Context: an optimization exercise on an open-source flow, tuned for small area. The choices shown serve that exercise and are no tape-out recipe.
In this exercise RTL edits were held to simulation tests only and were not proved equivalent to the original.
Power is estimated from default activity; no workload was simulated.

<file path="design/flow/config.mk">
export PLATFORM = sky130hd
export DESIGN_NAME = qar_timer_mc
export DESIGN_NICKNAME = qar_timer_mc
export VERILOG_FILES = /design/flow/design.v
export SDC_FILE = /design/flow/constraint.sdc
export NUM_CORES = 4
export LEC_CHECK = 0
export CAP_MARGIN = 20
export CORE_MARGIN = 2
export CORE_UTILIZATION = 40
export SLEW_MARGIN = 20
</file>
<file path="design/flow/constraint.sdc">
create_clock -name core_clock -period 15.0 [get_ports {clk}]
set_input_delay 3.0000 -clock core_clock [delete_from_list [all_inputs] [get_ports {clk}]]
set_output_delay 3.0000 -clock core_clock [all_outputs]
set_load 0.01 [all_outputs]
</file>
<file path="design/flow/design.v">
package qar_timer_pkg;
  localparam logic [5:0] REG_CTRL     = 6'h00;
  localparam logic [5:0] REG_PRESCALE = 6'h01;
  localparam logic [5:0] REG_COUNT    = 6'h02;
  localparam logic [5:0] REG_TOP      = 6'h03;
  localparam logic [5:0] REG_STATUS   = 6'h04;
  localparam logic [5:0] REG_IRQ_EN   = 6'h05;
  localparam int CH_BASE       = 8;
  localparam int CH_STRIDE     = 4;
  localparam int CH_OFF_CTRL   = 0;
  localparam int CH_OFF_CMP    = 1;
  localparam int CH_OFF_PERIOD = 2;
  localparam int CH_OFF_CAP    = 3;
  localparam int CTRL_EN_BIT      = 0;
  localparam int CTRL_ONESHOT_BIT = 1;
  localparam int CTRL_CLR_BIT     = 2;
  localparam int ST_WRAP_BIT = 0;
  localparam int ST_EVT_BASE = 8;
  localparam int ST_OVR_BASE = 16;
  typedef enum logic [1:0] {
    MODE_OFF = 2'd0,
    MODE_CMP = 2'd1,
    MODE_CAP = 2'd2,
    MODE_PWM = 2'd3
  } ch_mode_t;
endpackage
import qar_timer_pkg::*;
module qar_timer_channel #(
  parameter int CNT_W  = 32,
  parameter int CH_IDX = 0
) (
  input  logic             clk,
  input  logic             rst,
  input  logic             bus_write,
  input  logic             bus_read,
  input  logic [5:0]       addr_word,
  input  logic [31:0]      wdata,
  input  logic [CNT_W-1:0] count,
  input  logic             tick,
  input  logic             capture_in,
  input  logic             evt_pending,
  output logic             evt,
  output logic             cap_ovr,
  output logic             pwm_out,
  output logic [31:0]      rdata
);
  localparam logic [5:0] A_CTRL   = CH_BASE + CH_STRIDE * CH_IDX + CH_OFF_CTRL;
  localparam logic [5:0] A_CMP    = CH_BASE + CH_STRIDE * CH_IDX + CH_OFF_CMP;
  localparam logic [5:0] A_PERIOD = CH_BASE + CH_STRIDE * CH_IDX + CH_OFF_PERIOD;
  localparam logic [5:0] A_CAP    = CH_BASE + CH_STRIDE * CH_IDX + CH_OFF_CAP;
  logic [1:0]       mode_reg;
  logic             auto_reload_reg;
  logic             cap_fall_reg;
  logic             pwm_inv_reg;
  logic [CNT_W-1:0] cmp_reg;
  logic [CNT_W-1:0] period_reg;
  logic [CNT_W-1:0] cap_reg;
  logic [1:0]       sync_reg;
  logic             dly_reg;
  logic             edge_reg;
  logic             pwm_reg;
  logic sel_ctrl, sel_cmp, sel_period, sel_cap;
  logic wr_ctrl, wr_cmp, wr_period;
  logic synced, edge_det, cmp_hit, cap_hit, reload;
  logic unused_wdata;
  assign sel_ctrl   = (addr_word == A_CTRL);
  assign sel_cmp    = (addr_word == A_CMP);
  assign sel_period = (addr_word == A_PERIOD);
  assign sel_cap    = (addr_word == A_CAP);
  assign wr_ctrl   = bus_write && sel_ctrl;
  assign wr_cmp    = bus_write && sel_cmp;
  assign wr_period = bus_write && sel_period;
  assign unused_wdata = ^wdata;
  assign synced   = sync_reg[1];
  assign edge_det = cap_fall_reg ? (dly_reg & ~synced) : (synced & ~dly_reg);
  assign cmp_hit = (mode_reg == MODE_CMP) && tick && (count == cmp_reg);
  assign cap_hit = (mode_reg == MODE_CAP) && edge_reg;
  assign reload  = cmp_hit && auto_reload_reg && (period_reg != '0);
  assign evt     = cmp_hit | cap_hit;
  assign cap_ovr = cap_hit & evt_pending;
  assign pwm_out = pwm_reg;
  always_ff @(posedge clk or posedge rst) begin
    if (rst) begin
      mode_reg        <= MODE_OFF;
      auto_reload_reg <= 1'b0;
      cap_fall_reg    <= 1'b0;
      pwm_inv_reg     <= 1'b0;
      cmp_reg         <= '0;
      period_reg      <= '0;
      cap_reg         <= '0;
      sync_reg        <= '0;
      dly_reg         <= 1'b0;
      edge_reg        <= 1'b0;
      pwm_reg         <= 1'b0;
    end else begin
      sync_reg <= {sync_reg[0], capture_in};
      dly_reg  <= synced;
      edge_reg <= edge_det;
      if (wr_ctrl) begin
        mode_reg        <= wdata[1:0];
        auto_reload_reg <= wdata[2];
        cap_fall_reg    <= wdata[3];
        pwm_inv_reg     <= wdata[4];
      end
      if (wr_cmp) begin
        cmp_reg <= wdata[CNT_W-1:0];
      end else if (reload) begin
        cmp_reg <= cmp_reg + period_reg;
      end
      if (wr_period) begin
        period_reg <= wdata[CNT_W-1:0];
      end
      if (cap_hit) begin
        cap_reg <= count;
      end
      pwm_reg <= (mode_reg == MODE_PWM) && ((count < cmp_reg) ^ pwm_inv_reg);
    end
  end
  always_comb begin
    rdata = '0;
    if (bus_read) begin
      if (sel_ctrl) begin
        rdata = {27'd0, pwm_inv_reg, cap_fall_reg, auto_reload_reg, mode_reg};
      end else if (sel_cmp) begin
        rdata = cmp_reg;
      end else if (sel_period) begin
        rdata = period_reg;
      end else if (sel_cap) begin
        rdata = cap_reg;
      end
    end
  end
endmodule
import qar_timer_pkg::*;
module qar_timer_mc #(
  parameter int CNT_W  = 32,
  parameter int NUM_CH = 8,
  parameter int PRE_W  = 16
) (
  input  logic              clk,
  input  logic              rst,
  input  logic              bus_write,
  input  logic              bus_read,
  input  logic [5:0]        addr_word,
  input  logic [31:0]       wdata,
  output logic [31:0]       rdata,
  input  logic [NUM_CH-1:0] capture_in,
  output logic [NUM_CH-1:0] pwm_out,
  output logic              irq
);
  logic              en_reg;
  logic              oneshot_reg;
  logic [PRE_W-1:0]  prescale_reg;
  logic [PRE_W-1:0]  pre_cnt_reg;
  logic [CNT_W-1:0]  count_reg;
  logic [CNT_W-1:0]  top_reg;
  logic              wrap_reg;
  logic [NUM_CH-1:0] evt_reg;
  logic [NUM_CH-1:0] ovr_reg;
  logic              irq_wrap_en_reg;
  logic [NUM_CH-1:0] irq_evt_en_reg;
  logic [NUM_CH-1:0] irq_ovr_en_reg;
  logic wr_ctrl, wr_prescale, wr_count, wr_top, wr_status, wr_irq_en;
  logic clr, tick, at_top, ctr_step;
  logic [CNT_W-1:0]  top_eff;
  logic [NUM_CH-1:0] ch_evt, ch_ovr, evt_clr, ovr_clr;
  logic              wrap_clr;
  logic [31:0]       ch_rdata [NUM_CH];
  logic [31:0]       status_word, irq_en_word, rdata_mux;
  assign wr_ctrl     = bus_write && (addr_word == REG_CTRL);
  assign wr_prescale = bus_write && (addr_word == REG_PRESCALE);
  assign wr_count    = bus_write && (addr_word == REG_COUNT);
  assign wr_top      = bus_write && (addr_word == REG_TOP);
  assign wr_status   = bus_write && (addr_word == REG_STATUS);
  assign wr_irq_en   = bus_write && (addr_word == REG_IRQ_EN);
  assign clr     = wr_ctrl && wdata[CTRL_CLR_BIT];
  assign top_eff = (top_reg == '0) ? '1 : top_reg;
  assign tick    = en_reg && (pre_cnt_reg == prescale_reg);
  assign at_top  = (count_reg == top_eff);
  assign ctr_step = tick && !clr && !wr_count;
  assign wrap_clr = wr_status && wdata[ST_WRAP_BIT];
  assign evt_clr  = wr_status ? wdata[ST_EVT_BASE +: NUM_CH] : '0;
  assign ovr_clr  = wr_status ? wdata[ST_OVR_BASE +: NUM_CH] : '0;
  always_ff @(posedge clk or posedge rst) begin
    if (rst) begin
      en_reg          <= 1'b0;
      oneshot_reg     <= 1'b0;
      prescale_reg    <= '0;
      pre_cnt_reg     <= '0;
      count_reg       <= '0;
      top_reg         <= '0;
      wrap_reg        <= 1'b0;
      evt_reg         <= '0;
      ovr_reg         <= '0;
      irq_wrap_en_reg <= 1'b0;
      irq_evt_en_reg  <= '0;
      irq_ovr_en_reg  <= '0;
    end else begin
      if (wr_ctrl) begin
        en_reg      <= wdata[CTRL_EN_BIT];
        oneshot_reg <= wdata[CTRL_ONESHOT_BIT];
      end else if (ctr_step && at_top && oneshot_reg) begin
        en_reg <= 1'b0;
      end
      if (wr_prescale) prescale_reg <= wdata[PRE_W-1:0];
      if (wr_top)      top_reg      <= wdata[CNT_W-1:0];
      if (!en_reg || clr || tick) begin
        pre_cnt_reg <= '0;
      end else begin
        pre_cnt_reg <= pre_cnt_reg + PRE_W'(1);
      end
      if (wr_count) begin
        count_reg <= wdata[CNT_W-1:0];
      end else if (clr) begin
        count_reg <= '0;
      end else if (tick) begin
        count_reg <= at_top ? '0 : count_reg + CNT_W'(1);
      end
      wrap_reg <= (wrap_reg & ~wrap_clr) | (ctr_step & at_top);
      evt_reg  <= (evt_reg & ~evt_clr) | ch_evt;
      ovr_reg  <= (ovr_reg & ~ovr_clr) | ch_ovr;
      if (wr_irq_en) begin
        irq_wrap_en_reg <= wdata[ST_WRAP_BIT];
        irq_evt_en_reg  <= wdata[ST_EVT_BASE +: NUM_CH];
        irq_ovr_en_reg  <= wdata[ST_OVR_BASE +: NUM_CH];
      end
    end
  end
  assign irq = (wrap_reg & irq_wrap_en_reg) |
               (|(evt_reg & irq_evt_en_reg)) |
               (|(ovr_reg & irq_ovr_en_reg));
  for (genvar gi = 0; gi < NUM_CH; gi++) begin : g_ch
    qar_timer_channel #(
      .CNT_W  (CNT_W),
      .CH_IDX (gi)
    ) u_ch (
      .clk         (clk),
      .rst         (rst),
      .bus_write   (bus_write),
      .bus_read    (bus_read),
      .addr_word   (addr_word),
      .wdata       (wdata),
      .count       (count_reg),
      .tick        (tick),
      .capture_in  (capture_in[gi]),
      .evt_pending (evt_reg[gi]),
      .evt         (ch_evt[gi]),
      .cap_ovr     (ch_ovr[gi]),
      .pwm_out     (pwm_out[gi]),
      .rdata       (ch_rdata[gi])
    );
  end
  always_comb begin
    status_word                           = '0;
    status_word[ST_WRAP_BIT]              = wrap_reg;
    status_word[ST_EVT_BASE +: NUM_CH]    = evt_reg;
    status_word[ST_OVR_BASE +: NUM_CH]    = ovr_reg;
    irq_en_word                           = '0;
    irq_en_word[ST_WRAP_BIT]              = irq_wrap_en_reg;
    irq_en_word[ST_EVT_BASE +: NUM_CH]    = irq_evt_en_reg;
    irq_en_word[ST_OVR_BASE +: NUM_CH]    = irq_ovr_en_reg;
  end
  always_comb begin
    rdata_mux = '0;
    if (bus_read) begin
      case (addr_word)
        REG_CTRL:     rdata_mux = {30'd0, oneshot_reg, en_reg};
        REG_PRESCALE: rdata_mux = prescale_reg;
        REG_COUNT:    rdata_mux = count_reg;
        REG_TOP:      rdata_mux = top_reg;
        REG_STATUS:   rdata_mux = status_word;
        REG_IRQ_EN:   rdata_mux = irq_en_word;
        default:      rdata_mux = '0;
      endcase
    end
    for (int i = 0; i < NUM_CH; i++) begin
      rdata_mux = rdata_mux | ch_rdata[i];
    end
  end
  assign rdata = rdata_mux;
endmodule
</file>
<file path="design/flow/run.sh">
#!/bin/bash
# synth_recipe.tcl (not shown) runs the flow's synth.tcl, then flattens the netlist and writes it again
# the make line also repeats each setting of config.mk as NAME=value (left out here)
make -C /OpenROAD-flow-scripts/flow DESIGN_CONFIG=/design/flow/config.mk WORK_HOME=/design/flow/orfs CLKGATE_MAP_FILE= SYNTH_SCRIPT=/design/flow/synth_recipe.tcl finish
</file>
==> summary.txt <==
Routing
  • Routed WL: 288.8 mm
  • Drt wl/cell: 31.45 µm
  • Routed Antenna Nets: 0
  • M1 wire length: 117.8 mm
  • Wire length on met3: 31.61 mm
  • DR WL met2: 121.2 mm
  • Vias per Instance: 6.453
  • DRC Markers: 0
  • Routed via count: 59270
  • Top Layer Used: met5
  • DR iter-0 viols: 7962
  • Initial DRT Pass Iterations: 7

Floorplanning
  • Core area: 163000 µm²
  • Die footprint: 167500 µm²
  • Die Ht: 409.3 µm
  • Initial core utilization: 0.4033
  • Rows: 148
  • Die Span X: 409.3 µm
  • # IOs: 91

Yosys
  • Async set-reset flop share out of synthesis: 1.000
  • Synth unique cells: 81
  • Number of enable flip-flop cells after synthesis: 0
  • Mux share of post-synthesis cell area: 0.1411
  • Largest family of logic cells by synthesized area: compound AO/OA/AOI/OAI gates
  • Number of synthesized register bits: 980
  • Post-synthesis compound-gate area fraction: 0.1828
  • Post-Syn Area per Cell: 9.453 µm²
  • Synth area leaders: dfrtp_1 (37%), mux2_2 (10%), ha_1 (9.6%), mux2i_1 (3.5%), a21oi_1 (3.5%)
  • Yosys warns: 10
  • Most numerous cell in the Yosys netlist: dfrtp_1
  • Fraction of the mapped netlist area in adder cells: 0.09878
  • Cell Area, Synth: 65720 µm²
  • Net Count, Synth: 7516
  • Yosys top cell area share: 0.3732
  • Synth cell count leaders: dfrtp_1 (980), mux2_2 (611), ha_1 (506)
  • Most used DFF post-synth: dfrtp_1
  • Largest area contributor in the synthesized netlist: dfrtp_1
  • Simple-gate share of the synthesized area: 0.1273
  • Mapped Cells: 6952
  • Area share of xor/xnor cells in the synthesized design: 0.03172
  • Share of the yosys chip area belonging to registers: 0.3732

Worst setup path
  • CP required: 12.00 ns
  • Startpoint Class: primary input
  • RR Startpoint: count_reg[25]
  • Crit path DAT: 7.36 ns
  • FF-to-FF End: g_ch[7].u_ch.cmp_reg[27]
  • CP Max Fanout: 24
  • Critical Path Sink Type: output port
  • R2R Setup Slk: 9.94 ns
  • Crit Path Class: in2out
  • Worst-case reg-to-reg path depth: 11

Power and ir drop
  • Int Pwr: 5.954 mW
  • NetSw: 3.567 mW
  • Share of total power in the clock network: 0.320
  • Power density over cell area: 129.9 nW/µm²
  • Logic pwr share: 0.309
  • Peak VDD IR: 0.1007 mV
  • Net Sw Frac: 0.3746
  • Sequential power share: 0.371
  • Leak: 35.43 nW

Timing
  • RSZ-0062 raised after global routing: false
  • Peak Freq: 96.57 MHz
  • # setup viols final: 0
  • Period Utilization, post-route: 0.6904
  • Final Slew Violations: 0
  • Worst-Margin Slew: 1.159 ns
  • Final Hold Viols: 0
  • Final min period: 10.36 ns
  • Fin Setup TNS: 0 ns
  • Rel. slew slack: 0.2216
  • Final Skew: 0.04647 ns

Layout
  • Share of cells above drive strength 1: 0.1504
  • Final instance area: 73280 µm²
  • Syn-to-layout area delta: 11.51%
  • Nets@finish: 7475

Placed design
  • Placed Area: 69200 µm²
  • Detail Placement HPWL: 208.4 mm
  • Port bufs: 90
  • Final Wtd Congestion: 1.032

Worst hold path
  • Min-delay src: g_ch[0].u_ch.sync_reg[0]
  • Hold Crit Class: reg2reg
  • Hold endpoint: g_ch[0].u_ch.sync_reg[1]
  • Min-Delay Path Depth: 0

Clock tree
  • Postcts setup bufs: 0
  • Max H-tree Level: 3
  • Worst-skew pair later-pin latency: 0.79 ns
  • Root buffer cell: clkbuf_16
  • Reg clk slew, reported paths: 0.06 ns
  • Worst-case clock buffer depth: 3
  • CTS tree: done
  • Post_cts resized: 0
  • Total CTS buffers: 114
  • Hold bufs inserted after CTS: 0
  • Clk sink count: 980

Global routing
  • Vias in the first global route: 55960
  • GRT Util Overall: 0.3364
  • First-pass GRT wire length: 411.5 mm
  • Initial antenna violation count: 19
  • Grt ovf: 0
  • Pin count of the biggest net entering global routing: 171

Job
  • Max Cap Violations: 0

Outcome
  • Status: finished clean
-- worst max-delay path: stages --
cell	delay, ns
buf_2	0.08
buf_4	0.29
clkinv_2	0.12
nand2_2	0.44
buf_4	0.44
nor2_4	0.19
a222oi_1	0.37
nand3_1	0.17
a2111oi_1	0.98
a41oi_1	0.58
clkdlybuf4s50_1	0.64
-- kinds of logic (layout without fill, tap and decap cells) --
| family | count (synthesis) | after routing |
|---|---|---|
| AND/OR/NAND/NOR | 1721 | 1721 |
| AO/OA/AOI/OAI | 1883 | 1883 |
| XOR/XNOR | 238 | 238 |
| buffers and inverters | 770 | 821 |
| flip-flops | 980 | 980 |
| other | 0 | 6 |
| adder cells (fa/ha/maj) | 514 | 514 |
| multiplexers | 846 | 846 |
-- layout by cell type, fill, tap and decap left out, drive strengths merged, types with 86 or more instances in the layout --
| cell | n |
|---|---|
| a21oi | 462 |
| dfrtp | 980 |
| clkbuf | 153 |
| nor4 | 110 |
| o22ai | 88 |
| nor3 | 98 |
| inv | 359 |
| mux2i | 232 |
| mux2 | 611 |
| nand4 | 121 |
| o21ai | 447 |
| ha | 506 |
| nor2 | 447 |
| a31oi | 102 |
| buf | 172 |
| a22oi | 136 |
| xor2 | 86 |
| nand3 | 97 |
| a21o | 222 |
| xnor2 | 152 |
| nand2 | 503 |
-- power by group through the flow --
stage | combinational [mW] | clock, mW | sequential [mW]
detailed placement | 2.86 | 0 | 3.54
global route | 3.23 | 3.17 | 3.53
CTS | 2.88 | 3.06 | 3.49
global placement | 2.81 | 0 | 3.54
floorplan | 2.14 | 0 | 3.21
finish | 2.94 | 3.04 | 3.54
-- cell type report --
cell class                      count  area (µm²)
Fill cell                       15630       89680
Multi-Input combinational cell   5202       38450
Sequential cell                   980       24520
Clock buffer                      152        3228
Tap cell                         2175        2721
Timing Repair Buffer              255        2207
Inverter                          358        1349
Clock inverter                     56       783.3
Antenna cell                        6       15.01
-- how the worst max path moves through the flow --
stage / startpoint / to / slack [ns] / cells after the start
after floorplan: rst / count_reg[0] / -1.50 / 1
after global placement: addr_word[1] / rdata[14] / 4.77 / 11
after detailed placement: addr_word[3] / rdata[19] / 4.82 / 11
after CTS: addr_word[3] / rdata[19] / 4.82 / 11
after global routing: addr_word[1] / rdata[14] / 4.69 / 11
final: addr_word[1] / rdata[14] / 4.64 / 11
-- routing by layer --
metal,global-route usage,vias to the layer above
li1,-,25430
met1,0.4583,29680
met2,0.4947,3402
met3,0.08217,746
met4,0.1691,12
met5,0.003736,-
-- per-stage QoR --
step	hold WS [ns]	total power, mW	setup slack, ns	utilization	cells
after floorplan	0.3312	5.350	-1.498	-	6952
after CTS	0.3351	9.435	4.825	0.4493	9176
after global placement	0.3371	6.351	4.770	0.4245	8967
after global routing	0.3474	9.929	4.693	0.4496	9178
after detailed placement	0.3347	6.397	4.817	0.4247	8968
final	0.3274	9.521	4.645	0.4497	9184

## what the ideal ports hide
In the flow no input, the clock included, has a driving cell. The finished layout below was timed again as built, in two steps.
Step 1, drivers: a clkbuf_16 drives clk and a buf_2 each remaining input, both assumed.
Step 2 adds t to the input delays and takes it off the output delays; t is the mean of the earliest and latest rising clock arrival at the registers after step 1. Input paths then give back, and output paths get back, about the clock's delay inside the block.
a / b / c = ideal / step 1 / step 2; a / b = the first two.
shift t [ns]: 0.853
setup slack, ns: 4.645 / 4.617 / 4.617
worst setup path at the end: input to output
worst slew at a driven data input, ns: 0.10
pins driven straight from the clock port: 1
After both steps setup and hold are still met in this run. For this run, drivers alone change the setup slack by -0.028 ns; drivers and shift together by -0.028 ns.
